From an optimization exercise on the open Yosys and OpenROAD flow, aimed at a short achievable clock period and few clock cycles; shortcuts taken in it are not production practice.

==> inputs of job 7633 <==
// pcpu_top
module pcpu_top
(
	input  wire        clock,
	input  wire        reset,
	input  wire        i_imem_we,
	input  wire [7:0]  i_imem_addr,
	input  wire [15:0] i_imem_data,
	input  wire        i_dmem_we,
	input  wire [7:0]  i_dmem_addr,
	input  wire [15:0] i_dmem_data,
	input  wire        i_start,
	input  wire        i_enable,
	output logic       o_running,
	output logic       o_store_valid,
	output logic [7:0]  o_store_addr,
	output logic [15:0] o_store_data
);
Settings: LEC_CHECK=0, ABC_CLOCK_PERIOD_IN_PS=3000, CAP_MARGIN=20, CORE_MARGIN=2, CORE_UTILIZATION=40, SETUP_SLACK_MARGIN=2.0, SLEW_MARGIN=20, TNS_END_PERCENT=20; clock period 6.5 ns.
run.sh (not shown) runs the stock make flow with config.mk's settings and CLKGATE_MAP_FILE= SYNTH_SCRIPT=/design/flow/synth_recipe.tcl, a recipe that flattens the netlist after the stock synthesis.
==> inputs of job 7440, as changes to job 7633 <==
--- a/flow/design.v
+++ b/flow/design.v
@@ -85,17 +85,17 @@
 	input  wire [15:0] i_dmem_data,
 	input  wire        i_start,
 	input  wire        i_enable,
 	output logic       o_running,
 	output logic       o_store_valid,
 	output logic [7:0]  o_store_addr,
 	output logic [15:0] o_store_data
 );
-	localparam int K = 3;
+	localparam int K = 4;
 	logic [15:0] imem [64];
 	logic [15:0] dmem [64];
 	logic [15:0] regs [8];
 	logic        running;
 	logic        halted;
 	logic        imem_wr_q;
 	logic [63:0] pc_oh;
 	wire adv = i_enable;
@@ -104,17 +104,16 @@
 		if (i_imem_we)
 			imem[i_imem_addr[5:0]] <= i_imem_data;
 	end
 	function automatic logic [7:0] onehot3(input logic [2:0] i);
 		onehot3 = 8'd1 << i;
 	endfunction
 	logic [63:0] w_halt;
 	logic [63:0] w_store;
-	logic [63:0] w_load;
 	logic [63:0][7:0] w_rd;
 	logic [63:0][7:0] w_wr;
 	always_comb
 	begin
 		for (int j = 0; j < 64; j++)
 		begin
 			logic [4:0] op;
 			logic r1, r2, r3, we;
@@ -129,17 +128,16 @@
 			r2 = (op == pcpu_pkg::OP_LOAD) || (op == pcpu_pkg::OP_STORE) || (op == pcpu_pkg::OP_SLL)
 				|| (op == pcpu_pkg::OP_SRL) || (op == pcpu_pkg::OP_SLA) || (op == pcpu_pkg::OP_SRA)
 				|| (op == pcpu_pkg::OP_ADD) || (op == pcpu_pkg::OP_SUB) || (op == pcpu_pkg::OP_AND)
 				|| (op == pcpu_pkg::OP_OR) || (op == pcpu_pkg::OP_XOR);
 			r3 = (op == pcpu_pkg::OP_ADD) || (op == pcpu_pkg::OP_SUB) || (op == pcpu_pkg::OP_AND)
 				|| (op == pcpu_pkg::OP_OR) || (op == pcpu_pkg::OP_XOR);
 			w_halt[j]  = (op == pcpu_pkg::OP_HALT);
 			w_store[j] = (op == pcpu_pkg::OP_STORE);
-			w_load[j]  = (op == pcpu_pkg::OP_LOAD);
 			w_wr[j]    = we ? onehot3(imem[j][10:8]) : 8'd0;
 			w_rd[j]    = (r1 ? onehot3(imem[j][10:8]) : 8'd0)
 				| (r2 ? onehot3(imem[j][6:4]) : 8'd0)
 				| (r3 ? onehot3(imem[j][2:0]) : 8'd0);
 		end
 	end
 	logic [63:0][K-1:0] g_inc;
 	logic [63:0]  g_hafter;
@@ -148,129 +146,91 @@
 	logic [63:0]  g_hafter_q;
 	logic [63:0]  g_store_q;
 	always_comb
 	begin
 		for (int j = 0; j < 64; j++)
 		begin
 			logic       ok;
 			logic       st;
-			logic       ld;
 			logic [7:0] wr;
 			ok = 1'b1;
 			st = 1'b0;
-			ld = 1'b0;
 			wr = 8'd0;
 			g_hafter[j] = 1'b0;
 			g_store[j]  = 1'b0;
 			for (int s = 0; s < K; s++)
 			begin
 				int p;
 				p = (j + s) % 64;
 				if (ok && w_halt[p])
 					g_hafter[j] = 1'b1;
-				ok = ok && !w_halt[p] && ((w_rd[p] & wr) == 8'd0) && !((st || ld) && w_store[p]);
+				ok = ok && !w_halt[p] && ((w_rd[p] & wr) == 8'd0) && !(st && w_store[p]);
 				g_inc[j][s] = ok;
 				if (ok)
 				begin
 					st = st | w_store[p];
-					ld = ld | w_load[p];
 					wr = wr | w_wr[p];
 				end
 			end
 			if (ok && w_halt[(j + K) % 64])
 				g_hafter[j] = 1'b1;
 			g_store[j] = st;
 		end
 	end
 	always_ff @(posedge clock)
 	begin
 		g_inc_q    <= g_inc;
 		g_hafter_q <= g_hafter;
 		g_store_q  <= g_store;
 	end
-	logic [K-1:0] f0_inc;
-	logic         f0_hafter;
-	logic         f0_store;
-	logic [K-1:0][15:0] f0_word;
+	logic [K-1:0] f_inc;
+	logic         f_hafter;
+	logic         f_store;
+	logic [K-1:0][15:0] f_word;
 	always_comb
 	begin
-		f0_inc    = '0;
-		f0_hafter = 1'b0;
-		f0_store  = 1'b0;
+		f_inc    = '0;
+		f_hafter = 1'b0;
+		f_store  = 1'b0;
 		for (int s = 0; s < K; s++)
-			f0_word[s] = '0;
+			f_word[s] = '0;
 		for (int j = 0; j < 64; j++)
 		begin
-			f0_inc    = f0_inc | ({K{pc_oh[j]}} & g_inc_q[j]);
-			f0_hafter = f0_hafter | (pc_oh[j] & g_hafter_q[j]);
-			f0_store  = f0_store | (pc_oh[j] & g_store_q[j]);
+			f_inc    = f_inc | ({K{pc_oh[j]}} & g_inc_q[j]);
+			f_hafter = f_hafter | (pc_oh[j] & g_hafter_q[j]);
+			f_store  = f_store | (pc_oh[j] & g_store_q[j]);
 			for (int s = 0; s < K; s++)
-				f0_word[s] = f0_word[s] | ({16{pc_oh[j]}} & imem[(j + s) % 64]);
+				f_word[s] = f_word[s] | ({16{pc_oh[j]}} & imem[(j + s) % 64]);
 		end
 	end
 	logic [63:0] pc_next;
-	logic [63:0] pc_zero_next;
 	always_comb
 	begin
-		pc_next      = pc_oh;
-		pc_zero_next = 64'd1;
+		pc_next = pc_oh;
 		for (int s = 0; s < K; s++)
-		begin
-			if (f0_inc[s])
+			if (f_inc[s])
 				pc_next = (pc_oh << (s + 1)) | (pc_oh >> (63 - s));
-			if (g_inc_q[0][s])
-				pc_zero_next = 64'd1 << (s + 1);
-		end
 	end
-	logic [K-1:0]       f_inc;
-	logic               f_hafter;
-	logic               f_store;
-	logic [K-1:0][15:0] f_word;
-	logic imem_wr_qq;
-	logic pend;
-	wire clean     = !imem_wr_q && !imem_wr_qq;
 	wire start_now = !running && i_start && i_enable;
-	wire fetching  = adv && ((running && !halted && !pend)
-		|| ((start_now || (running && pend)) && clean));
-	always_ff @(posedge clock)
-	begin
-		if (fetching && !f_hafter)
-		begin
-			f_inc    <= f0_inc;
-			f_hafter <= f0_hafter;
-			f_store  <= f0_store;
-			f_word   <= f0_word;
-			pc_oh    <= pc_next;
-		end
-		else if (!(running && !halted && !pend && !fetching))
-		begin
-			f_inc    <= g_inc_q[0];
-			f_hafter <= g_hafter_q[0];
-			f_store  <= g_store_q[0];
-			for (int s = 0; s < K; s++)
-				f_word[s] <= imem[s];
-			pc_oh    <= pc_zero_next;
-		end
-	end
+	wire fetching  = (running && !halted && adv) || (start_now && !imem_wr_q);
 	logic [K-1:0]       e_add, e_sub, e_and, e_or, e_xor, e_addi, e_subi, e_ldih;
 	logic [K-1:0]       e_sll, e_srl, e_sra, e_load, e_st;
 	logic [K-1:0][7:0]  e_wd;
 	logic [K-1:0][7:0]  e_imm;
 	logic [K-1:0][3:0]  e_mimm, e_shamt;
 	logic [K-1:0][7:0]  e_mv;
 	logic [K-1:0][K:0]  e_mb;
 	logic [K-1:0][15:0] e_va, e_vb, e_vc;
 	logic [K-1:0][K:0]  e_ba, e_bb, e_bc;
 	logic [K-1:0][15:0] res_q;
 	logic [K-1:0][7:0]  w_wd;
 	logic               sv_q;
 	logic [7:0]         sa_q;
 	logic [15:0]        sd_q;
-	logic [63:0]        sa_oh;
 	assign o_running     = running;
 	assign o_store_valid = sv_q & i_enable;
 	assign o_store_addr  = sa_q;
 	assign o_store_data  = sd_q;
 	logic [7:0][15:0] regs_next;
 	always_comb
 	begin
 		for (int r = 0; r < 8; r++)
@@ -291,21 +251,20 @@
 		else if (adv)
 		begin
 			for (int r = 0; r < 8; r++)
 				regs[r] <= regs_next[r];
 		end
 	end
 	always_ff @(posedge clock)
 	begin
-		for (int j = 0; j < 64; j++)
-			if (adv && sv_q && sa_oh[j])
-				dmem[j] <= sd_q;
-			else if (i_dmem_we && i_dmem_addr[5:0] == 6'(j))
-				dmem[j] <= i_dmem_data;
+		if (adv && sv_q)
+			dmem[sa_q[5:0]] <= sd_q;
+		else if (i_dmem_we)
+			dmem[i_dmem_addr[5:0]] <= i_dmem_data;
 	end
 	function automatic logic [15:0] rd_next(input logic [7:0] sel);
 		rd_next = '0;
 		for (int r = 0; r < 8; r++)
 			rd_next = rd_next | ({16{sel[r]}} & regs_next[r]);
 	endfunction
 	function automatic logic [K:0] byp(input logic [7:0] sel);
 		logic hit;
@@ -316,17 +275,17 @@
 			begin
 				byp[k] = 1'b1;
 				hit = 1'b1;
 			end
 		byp[K] = !hit;
 	endfunction
 	logic [K-1:0][15:0] x_a, x_b, x_c;
 	logic [K-1:0][7:0]  x_m;
-	logic [K-1:0][63:0] x_eoh;
+	logic [K-1:0][5:0]  x_ea6;
 	logic [K-1:0][7:0]  x_ea8;
 	logic [K-1:0][15:0] x_res;
 	always_comb
 	begin
 		for (int s = 0; s < K; s++)
 		begin
 			x_a[s] = {16{e_ba[s][K]}} & e_va[s];
 			x_b[s] = {16{e_bb[s][K]}} & e_vb[s];
@@ -335,114 +294,99 @@
 			begin
 				x_a[s] = x_a[s] | ({16{e_ba[s][k]}} & res_q[k]);
 				x_b[s] = x_b[s] | ({16{e_bb[s][k]}} & res_q[k]);
 				x_c[s] = x_c[s] | ({16{e_bc[s][k]}} & res_q[k]);
 			end
 			x_m[s] = {8{e_mb[s][K]}} & e_mv[s];
 			for (int k = 0; k < K; k++)
 				x_m[s] = x_m[s] | ({8{e_mb[s][k]}} & res_q[k][7:0]);
-			x_eoh[s] = 64'd1 << x_m[s][5:0];
-			for (int b = 0; b < 4; b++)
-				if (e_mimm[s][b])
-					x_eoh[s] = (x_eoh[s] << (1 << b)) | (x_eoh[s] >> (64 - (1 << b)));
+			x_ea6[s] = x_m[s][5:0] + {2'd0, e_mimm[s]};
 			x_ea8[s] = x_m[s][7:0] + {4'd0, e_mimm[s]};
 		end
 	end
-	logic        x_st;
-	logic [7:0]  x_st_ea8;
-	logic [63:0] x_st_oh;
-	logic [15:0] x_st_data;
-	always_comb
-	begin
-		x_st      = |e_st;
-		x_st_ea8  = '0;
-		x_st_oh   = '0;
-		x_st_data = '0;
-		for (int s = 0; s < K; s++)
-		begin
-			x_st_ea8  = x_st_ea8  | ({8{e_st[s]}}  & x_ea8[s]);
-			x_st_oh   = x_st_oh   | ({64{e_st[s]}} & x_eoh[s]);
-			x_st_data = x_st_data | ({16{e_st[s]}} & x_c[s]);
-		end
-	end
-	logic [63:0][15:0] dmem_grp;
-	always_comb
-	begin
-		for (int j = 0; j < 64; j++)
-			dmem_grp[j] = x_st_oh[j] ? x_st_data : dmem_eff[j];
-	end
-	logic [63:0][15:0] dmem_eff;
-	always_comb
-	begin
-		for (int j = 0; j < 64; j++)
-			dmem_eff[j] = (sv_q && sa_oh[j]) ? sd_q : dmem[j];
-	end
 	always_comb
 	begin
 		for (int s = 0; s < K; s++)
 		begin
-			logic [15:0] a, b, c, ld;
+			logic [15:0] a, b, c, ld, fv;
+			logic        fh;
 			logic [7:0]  imm;
 			a = x_a[s];
 			b = x_b[s];
 			c = x_c[s];
 			imm = e_imm[s];
-			ld = '0;
-			for (int j = 0; j < 64; j++)
-				ld = ld | ({16{x_eoh[s][j]}} & dmem_grp[j]);
+			fh = sv_q && (sa_q[5:0] == x_ea6[s]);
+			fv = sd_q;
+			for (int t = 0; t < s; t++)
+				if (e_st[t] && x_ea6[t] == x_ea6[s])
+				begin
+					fh = 1'b1;
+					fv = x_c[t];
+				end
+			ld = fh ? fv : dmem[x_ea6[s]];
 			x_res[s] = '0;
 			if (e_add[s])  x_res[s] = x_res[s] | (a + b);
 			if (e_sub[s])  x_res[s] = x_res[s] | (a - b);
 			if (e_and[s])  x_res[s] = x_res[s] | (a & b);
 			if (e_or[s])   x_res[s] = x_res[s] | (a | b);
 			if (e_xor[s])  x_res[s] = x_res[s] | (a ^ b);
 			if (e_addi[s]) x_res[s] = x_res[s] | (c + {8'd0, imm});
 			if (e_subi[s]) x_res[s] = x_res[s] | (c - {8'd0, imm});
 			if (e_ldih[s]) x_res[s] = x_res[s] | {c[15:8] + imm, c[7:0]};
 			if (e_sll[s])  x_res[s] = x_res[s] | (a << e_shamt[s]);
 			if (e_srl[s])  x_res[s] = x_res[s] | (a >> e_shamt[s]);
 			if (e_sra[s])  x_res[s] = x_res[s] | 16'($signed(a) >>> e_shamt[s]);
 			if (e_load[s]) x_res[s] = x_res[s] | ld;
 		end
 	end
+	logic        x_st;
+	logic [7:0]  x_st_ea8;
+	logic [15:0] x_st_data;
+	always_comb
+	begin
+		x_st      = |e_st;
+		x_st_ea8  = '0;
+		x_st_data = '0;
+		for (int s = 0; s < K; s++)
+		begin
+			x_st_ea8  = x_st_ea8  | ({8{e_st[s]}}  & x_ea8[s]);
+			x_st_data = x_st_data | ({16{e_st[s]}} & x_c[s]);
+		end
+	end
 	always_ff @(posedge clock or negedge reset)
 	begin
 		if (!reset)
 		begin
 			running   <= 1'b0;
 			halted    <= 1'b0;
 			imem_wr_q <= 1'b0;
-			imem_wr_qq <= 1'b0;
-			pend      <= 1'b0;
+			pc_oh     <= 64'd1;
 			e_add  <= '0; e_sub  <= '0; e_and  <= '0; e_or   <= '0;
 			e_xor  <= '0; e_addi <= '0; e_subi <= '0; e_ldih <= '0;
 			e_sll  <= '0; e_srl  <= '0; e_sra  <= '0; e_load <= '0;
 			e_st   <= '0;
 			e_wd   <= '0;
 			w_wd   <= '0;
 			sv_q   <= 1'b0;
 		end
 		else
 		begin
-			imem_wr_q  <= i_imem_we;
-			imem_wr_qq <= imem_wr_q;
+			imem_wr_q <= i_imem_we;
 			if (start_now)
 				running <= 1'b1;
-			else if (running && adv && !pend && (halted || (fetching && f_hafter))
+			else if (running && adv && (halted || (fetching && f_hafter))
 				&& !(fetching && f_store) && !x_st)
 				running <= 1'b0;
 			if (start_now)
-				pend <= !clean;
-			else if (fetching)
-				pend <= 1'b0;
-			if (start_now)
 				halted <= fetching && f_hafter;
 			else if (fetching && f_hafter)
 				halted <= 1'b1;
+			if (fetching)
+				pc_oh <= f_hafter ? 64'd1 : pc_next;
 			if (adv)
 			begin
 				for (int s = 0; s < K; s++)
 				begin
 					logic [4:0] op;
 					logic       v, we;
 					op = f_word[s][15:11];
 					v  = fetching && f_inc[s];
@@ -494,15 +438,14 @@
 				e_ba[s]  <= byp(onehot3(f_word[s][6:4]));
 				e_bb[s]  <= byp(onehot3(f_word[s][2:0]));
 				e_bc[s]  <= byp(onehot3(f_word[s][10:8]));
 			end
 			res_q <= x_res;
 			if (x_st)
 			begin
 				sa_q <= x_st_ea8;
-				sa_oh <= x_st_oh;
 				sd_q <= x_st_data;
 			end
 		end
 	end
 endmodule
 `default_nettype wire
CORE_UTILIZATION = 50   (was 40)
SETUP_SLACK_MARGIN = 2.5   (was 2.0)
==> summary of the runs <==
- Between job 7440 and job 7633, the lower synthesized cell count is in job 7440 (gap about 6%, measured against job 7633).
- Between job 7633 and job 7440, the lower synthesized area is in job 7633 (gap about 1.8%, measured against job 7440).
- Job 7440 ended with an error in global routing (5_1_grt). Job 7633 never finished: it broke off in global routing (5_1_grt).
Function was not checked in any run of this note: the RTL went through the layout flow alone.
